This design comes from an exercise in tuning for small area and a short achievable clock period on the open sky130 flow, not from production work.
The RTL was checked by simulation tests, not by an equivalence proof against the original design.

**flow/design.v**
```verilog
package backprop_pkg;
    localparam int DATA_W = 16;
    localparam int FRAC_W = 8;
    localparam int LANES = 3;
    localparam int MAX_LAYERS = 4;
    localparam int LAYER_W = 2;
    localparam int ROW_W = 2;
    localparam int ENTRIES = MAX_LAYERS * LANES;
    localparam int MAC_LATENCY = 4;
    localparam int VEC_W = DATA_W * LANES;
    localparam int BATCH_W = VEC_W * LANES;
    function automatic logic signed [DATA_W-1:0] fx_mult(input logic signed [DATA_W-1:0] a,
                                                         input logic signed [DATA_W-1:0] b);
        logic signed [31:0] prod;
        prod = a * b;
        fx_mult = prod[FRAC_W +: DATA_W];
    endfunction
    function automatic logic signed [DATA_W-1:0] fx_add(input logic signed [DATA_W-1:0] a,
                                                        input logic signed [DATA_W-1:0] b);
        fx_add = a + b;
    endfunction
endpackage
`timescale 1ns/1ps
module backprop_decoder
(
    input  logic               clk,
    input  logic               arst_n_i,
    input  logic               store_i,
    input  logic [backprop_pkg::LAYER_W-1:0] layer_i,
    input  logic [backprop_pkg::ROW_W-1:0]   row_i,
    input  logic [backprop_pkg::VEC_W-1:0]   diff_cost_i,
    input  logic [backprop_pkg::VEC_W-1:0]   diff_act_i,
    input  logic               read_update_i,
    output logic               wr_en_o,
    output logic [backprop_pkg::LAYER_W-1:0] wr_layer_o,
    output logic [backprop_pkg::ROW_W-1:0]   wr_slot_o,
    output logic [backprop_pkg::VEC_W-1:0]   delta_o,
    output logic               rd_valid_o,
    output logic [backprop_pkg::LAYER_W-1:0] rd_layer_o,
    output logic [backprop_pkg::ROW_W-1:0]   rd_row_o
);
    logic [$clog2(backprop_pkg::ENTRIES)-1:0] count_q;
    assign wr_en_o    = store_i && (row_i < backprop_pkg::LANES);
    assign wr_layer_o = layer_i;
    assign wr_slot_o  = row_i;
    genvar j;
    generate
        for (j = 0; j < backprop_pkg::LANES; j++) begin : g_delta
            assign delta_o[backprop_pkg::VEC_W-1-backprop_pkg::DATA_W*j -: backprop_pkg::DATA_W] =
                backprop_pkg::fx_mult(diff_cost_i[backprop_pkg::VEC_W-1-backprop_pkg::DATA_W*j -: backprop_pkg::DATA_W],
                        diff_act_i[backprop_pkg::VEC_W-1-backprop_pkg::DATA_W*j -: backprop_pkg::DATA_W]);
        end
    endgenerate
    always_ff @(posedge clk or negedge arst_n_i) begin
        if (!arst_n_i) begin
            count_q    <= '0;
            rd_valid_o <= 1'b0;
        end else begin
            rd_valid_o <= read_update_i;
            if (!read_update_i) begin
                count_q <= '0;
            end else if (count_q == backprop_pkg::ENTRIES - 1) begin
                count_q <= '0;
            end else begin
                count_q <= count_q + 1'b1;
            end
        end
    end
    always_ff @(posedge clk) begin
        rd_layer_o <= backprop_pkg::LAYER_W'(count_q / backprop_pkg::LANES);
        rd_row_o   <= backprop_pkg::ROW_W'(count_q % backprop_pkg::LANES);
    end
endmodule
`timescale 1ns/1ps
module gradient_store
(
    input  logic               clk,
    input  logic               arst_n_i,
    input  logic               wr_en_i,
    input  logic [backprop_pkg::LAYER_W-1:0] wr_layer_i,
    input  logic [backprop_pkg::ROW_W-1:0]   wr_slot_i,
    input  logic [backprop_pkg::VEC_W-1:0]   wr_data_i,
    input  logic               rd_valid_i,
    input  logic [backprop_pkg::LAYER_W-1:0] rd_layer_i,
    input  logic [backprop_pkg::ROW_W-1:0]   rd_row_i,
    output logic [backprop_pkg::BATCH_W-1:0] batch_o,
    output logic               valid_o,
    output logic [backprop_pkg::ROW_W-1:0]   row_o,
    output logic [backprop_pkg::LAYER_W-1:0] layer_o
);
    logic [backprop_pkg::BATCH_W-1:0] mem_q [backprop_pkg::MAX_LAYERS];
    always_ff @(posedge clk or negedge arst_n_i) begin
        if (!arst_n_i) begin
            for (int l = 0; l < backprop_pkg::MAX_LAYERS; l++) begin
                mem_q[l] <= '0;
            end
            valid_o <= 1'b0;
        end else begin
            if (wr_en_i) begin
                for (int l = 0; l < backprop_pkg::MAX_LAYERS; l++) begin
                    for (int k = 0; k < backprop_pkg::LANES; k++) begin
                        if (wr_layer_i == l && wr_slot_i == k) begin
                            mem_q[l][backprop_pkg::BATCH_W-1-backprop_pkg::VEC_W*k -: backprop_pkg::VEC_W] <= wr_data_i;
                        end
                    end
                end
            end
            valid_o <= rd_valid_i;
        end
    end
    always_ff @(posedge clk) begin
        batch_o <= mem_q[rd_layer_i];
        row_o   <= rd_row_i;
        layer_o <= rd_layer_i;
    end
endmodule
`timescale 1ns/1ps
module outer_product_mac
(
    input  logic               clk,
    input  logic               arst_n_i,
    input  logic               valid_i,
    input  logic [backprop_pkg::LAYER_W-1:0] layer_i,
    input  logic [backprop_pkg::ROW_W-1:0]   row_i,
    input  logic [backprop_pkg::BATCH_W-1:0] delta_batch_i,
    input  logic [backprop_pkg::BATCH_W-1:0] start_batch_i,
    output logic               valid_o,
    output logic [backprop_pkg::LAYER_W-1:0] layer_o,
    output logic [backprop_pkg::ROW_W-1:0]   row_o,
    output logic [backprop_pkg::VEC_W-1:0]   sum_o
);
    logic [backprop_pkg::VEC_W-1:0] sum_d;
    logic [backprop_pkg::DATA_W-1:0] delta_sel [backprop_pkg::LANES];
    always_comb begin
        for (int k = 0; k < backprop_pkg::LANES; k++) begin
            delta_sel[k] = delta_batch_i[backprop_pkg::BATCH_W-1-backprop_pkg::VEC_W*k-backprop_pkg::DATA_W*row_i -: backprop_pkg::DATA_W];
        end
    end
    always_comb begin
        logic [backprop_pkg::DATA_W-1:0] acc;
        for (int j = 0; j < backprop_pkg::LANES; j++) begin
            acc = '0;
            for (int k = 0; k < backprop_pkg::LANES; k++) begin
                acc = backprop_pkg::fx_add(acc,
                    backprop_pkg::fx_mult(delta_sel[k], start_batch_i[backprop_pkg::BATCH_W-1-backprop_pkg::VEC_W*k-backprop_pkg::DATA_W*j -: backprop_pkg::DATA_W]));
            end
            sum_d[backprop_pkg::VEC_W-1-backprop_pkg::DATA_W*j -: backprop_pkg::DATA_W] = acc;
        end
    end
    always_ff @(posedge clk or negedge arst_n_i) begin
        if (!arst_n_i) begin
            valid_o <= 1'b0;
        end else begin
            valid_o <= valid_i;
        end
    end
    always_ff @(posedge clk) begin
        layer_o <= layer_i;
        row_o   <= row_i;
        sum_o   <= sum_d;
    end
endmodule
`timescale 1ns/1ps
module rate_scaler
(
    input  logic               clk,
    input  logic               arst_n_i,
    input  logic               valid_i,
    input  logic [backprop_pkg::LAYER_W-1:0] layer_i,
    input  logic [backprop_pkg::ROW_W-1:0]   row_i,
    input  logic [backprop_pkg::VEC_W-1:0]   sum_i,
    input  logic [backprop_pkg::DATA_W-1:0]  learning_rate_i,
    output logic               update_valid_o,
    output logic [backprop_pkg::LAYER_W-1:0] update_layer_o,
    output logic [backprop_pkg::ROW_W-1:0]   update_row_o,
    output logic [backprop_pkg::VEC_W-1:0]   update_value_o
);
    logic [backprop_pkg::VEC_W-1:0] scaled;
    genvar j;
    generate
        for (j = 0; j < backprop_pkg::LANES; j++) begin : g_scale
            assign scaled[backprop_pkg::VEC_W-1-backprop_pkg::DATA_W*j -: backprop_pkg::DATA_W] =
                backprop_pkg::fx_mult(learning_rate_i, sum_i[backprop_pkg::VEC_W-1-backprop_pkg::DATA_W*j -: backprop_pkg::DATA_W]);
        end
    endgenerate
    always_ff @(posedge clk or negedge arst_n_i) begin
        if (!arst_n_i) begin
            update_valid_o <= 1'b0;
        end else begin
            update_valid_o <= valid_i;
        end
    end
    always_ff @(posedge clk) begin
        update_layer_o <= layer_i;
        update_row_o   <= row_i;
        update_value_o <= scaled;
    end
endmodule
`timescale 1ns/1ps
module backprop_update
(
    input  logic               clk,
    input  logic               arst_n_i,
    input  logic               store_i,
    input  logic [backprop_pkg::LAYER_W-1:0] layer_i,
    input  logic [backprop_pkg::ROW_W-1:0]   row_i,
    input  logic [backprop_pkg::VEC_W-1:0]   diff_cost_i,
    input  logic [backprop_pkg::VEC_W-1:0]   diff_act_i,
    input  logic [backprop_pkg::VEC_W-1:0]   diff_start_i,
    input  logic               read_update_i,
    input  logic [backprop_pkg::DATA_W-1:0]  learning_rate_i,
    output logic               update_valid_o,
    output logic [backprop_pkg::LAYER_W-1:0] update_layer_o,
    output logic [backprop_pkg::ROW_W-1:0]   update_row_o,
    output logic [backprop_pkg::VEC_W-1:0]   update_value_o
);
    logic                 wr_en;
    logic [backprop_pkg::LAYER_W-1:0] wr_layer;
    logic [backprop_pkg::ROW_W-1:0]   wr_slot;
    logic [backprop_pkg::VEC_W-1:0]   delta;
    logic                 rd_valid;
    logic [backprop_pkg::LAYER_W-1:0] rd_layer;
    logic [backprop_pkg::ROW_W-1:0]   rd_row;
    logic [backprop_pkg::BATCH_W-1:0] delta_batch;
    logic                 delta_valid;
    logic [backprop_pkg::ROW_W-1:0]   delta_row;
    logic [backprop_pkg::LAYER_W-1:0] delta_layer;
    logic [backprop_pkg::BATCH_W-1:0] start_batch;
    logic                 mac_valid;
    logic [backprop_pkg::LAYER_W-1:0] mac_layer;
    logic [backprop_pkg::ROW_W-1:0]   mac_row;
    logic [backprop_pkg::VEC_W-1:0]   mac_sum;
    backprop_decoder u_decoder (
        .clk           (clk),
        .arst_n_i      (arst_n_i),
        .store_i       (store_i),
        .layer_i       (layer_i),
        .row_i         (row_i),
        .diff_cost_i   (diff_cost_i),
        .diff_act_i    (diff_act_i),
        .read_update_i (read_update_i),
        .wr_en_o       (wr_en),
        .wr_layer_o    (wr_layer),
        .wr_slot_o     (wr_slot),
        .delta_o       (delta),
        .rd_valid_o    (rd_valid),
        .rd_layer_o    (rd_layer),
        .rd_row_o      (rd_row)
    );
    gradient_store u_delta_store (
        .clk (clk), .arst_n_i (arst_n_i),
        .wr_en_i (wr_en), .wr_layer_i (wr_layer), .wr_slot_i (wr_slot),
        .wr_data_i (delta),
        .rd_valid_i (rd_valid), .rd_layer_i (rd_layer), .rd_row_i (rd_row),
        .batch_o (delta_batch), .valid_o (delta_valid),
        .row_o (delta_row), .layer_o (delta_layer)
    );
    gradient_store u_start_store (
        .clk (clk), .arst_n_i (arst_n_i),
        .wr_en_i (wr_en), .wr_layer_i (wr_layer), .wr_slot_i (wr_slot),
        .wr_data_i (diff_start_i),
        .rd_valid_i (rd_valid), .rd_layer_i (rd_layer), .rd_row_i (rd_row),
        .batch_o (start_batch), .valid_o (),
        .row_o (), .layer_o ()
    );
    outer_product_mac u_mac (
        .clk (clk), .arst_n_i (arst_n_i),
        .valid_i (delta_valid), .layer_i (delta_layer), .row_i (delta_row),
        .delta_batch_i (delta_batch), .start_batch_i (start_batch),
        .valid_o (mac_valid), .layer_o (mac_layer), .row_o (mac_row),
        .sum_o (mac_sum)
    );
    rate_scaler u_scaler (
        .clk (clk), .arst_n_i (arst_n_i),
        .valid_i (mac_valid), .layer_i (mac_layer), .row_i (mac_row),
        .sum_i (mac_sum), .learning_rate_i (learning_rate_i),
        .update_valid_o (update_valid_o), .update_layer_o (update_layer_o),
        .update_row_o (update_row_o), .update_value_o (update_value_o)
    );
endmodule
```
**flow/run.sh**
```bash
#!/bin/bash
# synth_recipe.tcl (not shown) runs the flow's synth.tcl, then flattens the netlist and writes it again
# the make line also repeats each setting of config.mk as NAME=value (left out here)
make -C /OpenROAD-flow-scripts/flow DESIGN_CONFIG=/design/flow/config.mk WORK_HOME=/design/flow/orfs CLKGATE_MAP_FILE= SYNTH_SCRIPT=/design/flow/synth_recipe.tcl finish
```
**flow/config.mk**
```make
export PLATFORM = sky130hd
export DESIGN_NAME = backprop_update
export DESIGN_NICKNAME = backprop_update
export VERILOG_FILES = /design/flow/design.v
export SDC_FILE = /design/flow/constraint.sdc
export NUM_CORES = 4
export LEC_CHECK = 0
export CAP_MARGIN = 20
export CORE_MARGIN = 2
export CORE_UTILIZATION = 40
export SLEW_MARGIN = 20
```
**flow/constraint.sdc**
```tcl
create_clock -name core_clock -period 10.0 [get_ports {clk}]
set_input_delay 2.0000 -clock core_clock [delete_from_list [all_inputs] [get_ports {clk}]]
set_output_delay 2.0000 -clock core_clock [all_outputs]
set_load 0.01 [all_outputs]
```
==> notes.md <==
## final cells by class
type | count | area share
well taps | 5687 | 0.03782
flip-flops and latches | 1560 | 0.1969
clock inverters | 66 | 0.004230
inverters | 3602 | 0.07189
clock buffers | 255 | 0.02697
repair buffers | 695 | 0.03547
multi-input cells | 10850 | 0.6264
diodes | 22 | 0.0002926
## path summary, 6_finish.rpt
| path | end | slack, ns | depth (start not counted) |
|---|---|---|---|
| max | u_mac.sum_o[31] | 0.38 | 39 |
| min | u_mac.layer_o[1] | 0.33 | 0 |
| max reg2reg | u_mac.sum_o[31] | 0.38 | 39 |
| min reg2reg | u_mac.layer_o[1] | 0.33 | 0 |
| min in group asynchronous | u_start_store.mem_q[3][88] | 1.03 | 1 |
| max in group asynchronous | u_delta_store.mem_q[3][122] | 6.71 | 3 |
## through the flow
stage          utilization  setup WS (ns)
5_1_grt             0.4405       -0.06924
4_1_cts             0.4388        0.01464
2_1_floorplan            -        0.02074
3_5_place_dp        0.4248        -0.4598
6_report            0.4406         0.3755
3_3_place_gp        0.4247        -0.4800
## Yosys cell counts, types with 346 or more instances
| cell | number | area [sq um] |
|---|---|---|
| dfxtp_1 | 400 | 8008 |
| fa_1 | 2838 | 56810 |
| o21ai_0 | 539 | 2698 |
| clkbuf_1 | 876 | 3288 |
| mux2_2 | 676 | 7612 |
| dfrtp_1 | 1160 | 29030 |
| ha_1 | 1100 | 13760 |
| xnor2_1 | 442 | 3871 |
| inv_1 | 3601 | 13520 |
| nand2_1 | 2384 | 8949 |
| and2_1 | 1113 | 6963 |
| and3_1 | 346 | 2165 |
## worst max-delay path: cells and delay by family, from the launching register on
kind	cells	cell delay [ns]
flip-flops	1	0.38
AND/OR/NAND/NOR	3	0.58
XOR/XNOR	12	1.91
multiplexers	1	0.24
AO/OA/AOI/OAI	7	1.86
adder cells (fa/ha/maj)	9	3.70
buffers and inverters	7	0.88
## metal layers
layer,global-route usage,share of wire
met2,0.3778,0.48
met4,0.07675,0.041
met3,0.03413,0.059
met5,0,0.00084
met1,0.2944,0.42
## what timing repair did
item | CTS | global route
cloned | 0 | 5
pin swaps | 1 | 27
setup buffers | 4 | 23
endpoints found under the setup margin | 5 | 9
gates resized for setup | 13 | 58
## cells by family (layout without fill, tap and decap cells)
group,count (synthesis),count (layout)
adders and majority gates,3938,3938
AOI/OAI and AO/OA,944,944
xor gates and xnor gates,572,572
muxes,1027,1027
buffers and inverters,4557,4618
DFF,1560,1560
other,0,22
and+or+nand+nor,4367,4367
## sequential cells by signal, summed over array words and instances, names as in the netlist
name                     flops
u_decoder.count_q            4
u_decoder.rd_layer_o         2
u_decoder.rd_row_o           2
u_decoder.rd_valid_o         1
u_delta_store.batch_o      144
u_delta_store.layer_o        2
u_delta_store.mem_q        576
u_delta_store.row_o          2
u_delta_store.valid_o        1
u_mac.layer_o                2
u_mac.row_o                  2
u_mac.sum_o                 48
u_mac.valid_o                1
u_scaler.update_layer_o      2
u_scaler.update_row_o        2
u_scaler.update_valid_o      1
u_scaler.update_value_o     48
u_start_store.batch_o      144
u_start_store.mem_q        576
==> results.sh <==
export IMPL_overflow=0
export IMPL_cts_sink_count=1560
export IMPL_hold_viol=0
export IMPL_synth_top_family_by_area="adder cells"
export IMPL_status="timing/DRC/antenna clean"
export IMPL_setup_violations=0
export IMPL_cp_common_cell="xnor2_1"
export IMPL_htree_levels=4
export IMPL_synthesis_area_sq_um=171400
export IMPL_required_ns=10.79
export IMPL_startpoint_type="flip-flop"
export IMPL_slew_viol_final=0
export IMPL_nets=20990
export IMPL_cts_root_buf="clkbuf_16"
export IMPL_via_per_inst=5.053
export IMPL_track_usage=0.2240
export IMPL_ys_types=84
export IMPL_place_area_sq_um=181400
export IMPL_area_growth_pct=9.797
export IMPL_dp_cells=22360
export IMPL_numCtsBuffers=175
export IMPL_grt_pass1_wl_mm=745.0
export IMPL_hold_path_class="reg -> reg"
export IMPL_insertion_delay_ns=0.94
export IMPL_final_cell_mix="inv_1, fa_1, nand2_1, dfrtp_1, and2_1"
export IMPL_postRouteAntennaNets=0
export IMPL_antenna_found_initial=44
export IMPL_io_pins=221
export IMPL_core_area_sq_um=427000
export IMPL_cts_buffer_depth=4
export IMPL_cp_end_kind="flip-flop"
export IMPL_rsz0062_at_grt="true"
export IMPL_cts_tree="built"
export IMPL_tns_ns=0
export IMPL_critPathSlowestCell="fa_1"
export IMPL_async_flop_share=0.7436
export IMPL_syn_avg_cell_area_sq_um=10.10
export IMPL_start_util=0.4013
export IMPL_drtPass1Iterations=6
export IMPL_wl_per_cell_um=21.06
export IMPL_relSlewSlack=0.2495
export IMPL_synth_compound_area_frac=0.03254
export IMPL_synth_edff_count=0
export IMPL_maxCapViolCount=0
export IMPL_first_iter_violations=7498
export IMPL_grt_max_degree=178
export IMPL_crit_start="u_delta_store.row_o[0]"
export IMPL_vias=114900
export IMPL_ys_seq_area_frac=0.2161
export IMPL_r2r_start="u_delta_store.row_o[0]"
export IMPL_yosys_warnings=6
export IMPL_arrival_ns=10.41
export IMPL_whs_ns=0.3259
export IMPL_regArea_sq_um=37050
export IMPL_drc=0
export IMPL_critPathMaxFanout=6
export IMPL_final_common_cell="inv_1"
export IMPL_syn_num_nets=21070
export IMPL_fin_area_sq_um=188100
export IMPL_skew_ns=0.1045
export IMPL_drive_gt1_frac=0.1109
export IMPL_grt_pass1_vias=123100
export IMPL_synth_xor_area_share=0.02956
export IMPL_finalCritPeriodShare=0.9624
export IMPL_dp_hpwl_mm=369.4
export IMPL_synthAdderAreaFrac=0.4119
export IMPL_std_cell_rows=240
export IMPL_synth_seq_cells=1560
export IMPL_clk_pin_slew_ns=0.06
export IMPL_instances_no_fill=22740
export IMPL_multi_input_area_sq_um=117900
export IMPL_gp_congestion=0.9490
export IMPL_die_width_um=658.5
export IMPL_yosys_mux_area_fraction=0.08829
export IMPL_n_fill_cell=40700
export IMPL_ctsHoldBuffers=0
export IMPL_tightest_slew_ns=1.122
export IMPL_postSynthCellCount=16970
export IMPL_synth_simple_area_share=0.1216
export IMPL_min_from="u_delta_store.layer_o[1]"
export IMPL_fp_dieH_um=658.5
export IMPL_port_buffers=220
export IMPL_max_stage_delay_ns=0.54
export IMPL_synthFlopType="dfrtp_1"
export IMPL_dieArea_sq_um=433600
export IMPL_drt_total_wl_mm=478.8
export IMPL_fmax_ghz=0.1039
export IMPL_fin_crit_ns=9.624
export IMPL_critical_path_class="reg -> reg"

## static timing again, ports no longer ideal
The results above use ideal ports. As a check the final layout listed here was re-extracted and re-timed, cells and wires unchanged. Step 1 sets driving cells, clkbuf_16 on the clock port and buf_2 on the other inputs (assumed; they add their load-dependent delay and slew). Step 2 adds t to the input delays and takes it off the output delays; t is the mean of the earliest and latest rising clock arrival at the registers after step 1. Input paths then give back, and output paths get back, about the clock's delay inside the block. Three values: no drivers, after step 1, after step 2; two values: the first two.
t, ns: 0.990
setup slack, ns: 0.376 / 0.376 / 0.376
worst hold slack (ns): 0.326 / 0.326 / 0.326
worst setup path at the end: register to register
worst register clock-pin slew, ns: 0.08 / 0.08
After both steps this run still meets setup and hold. The setup slack of this run moves by 0.000 ns with the drivers and by 0.000 ns with both steps.
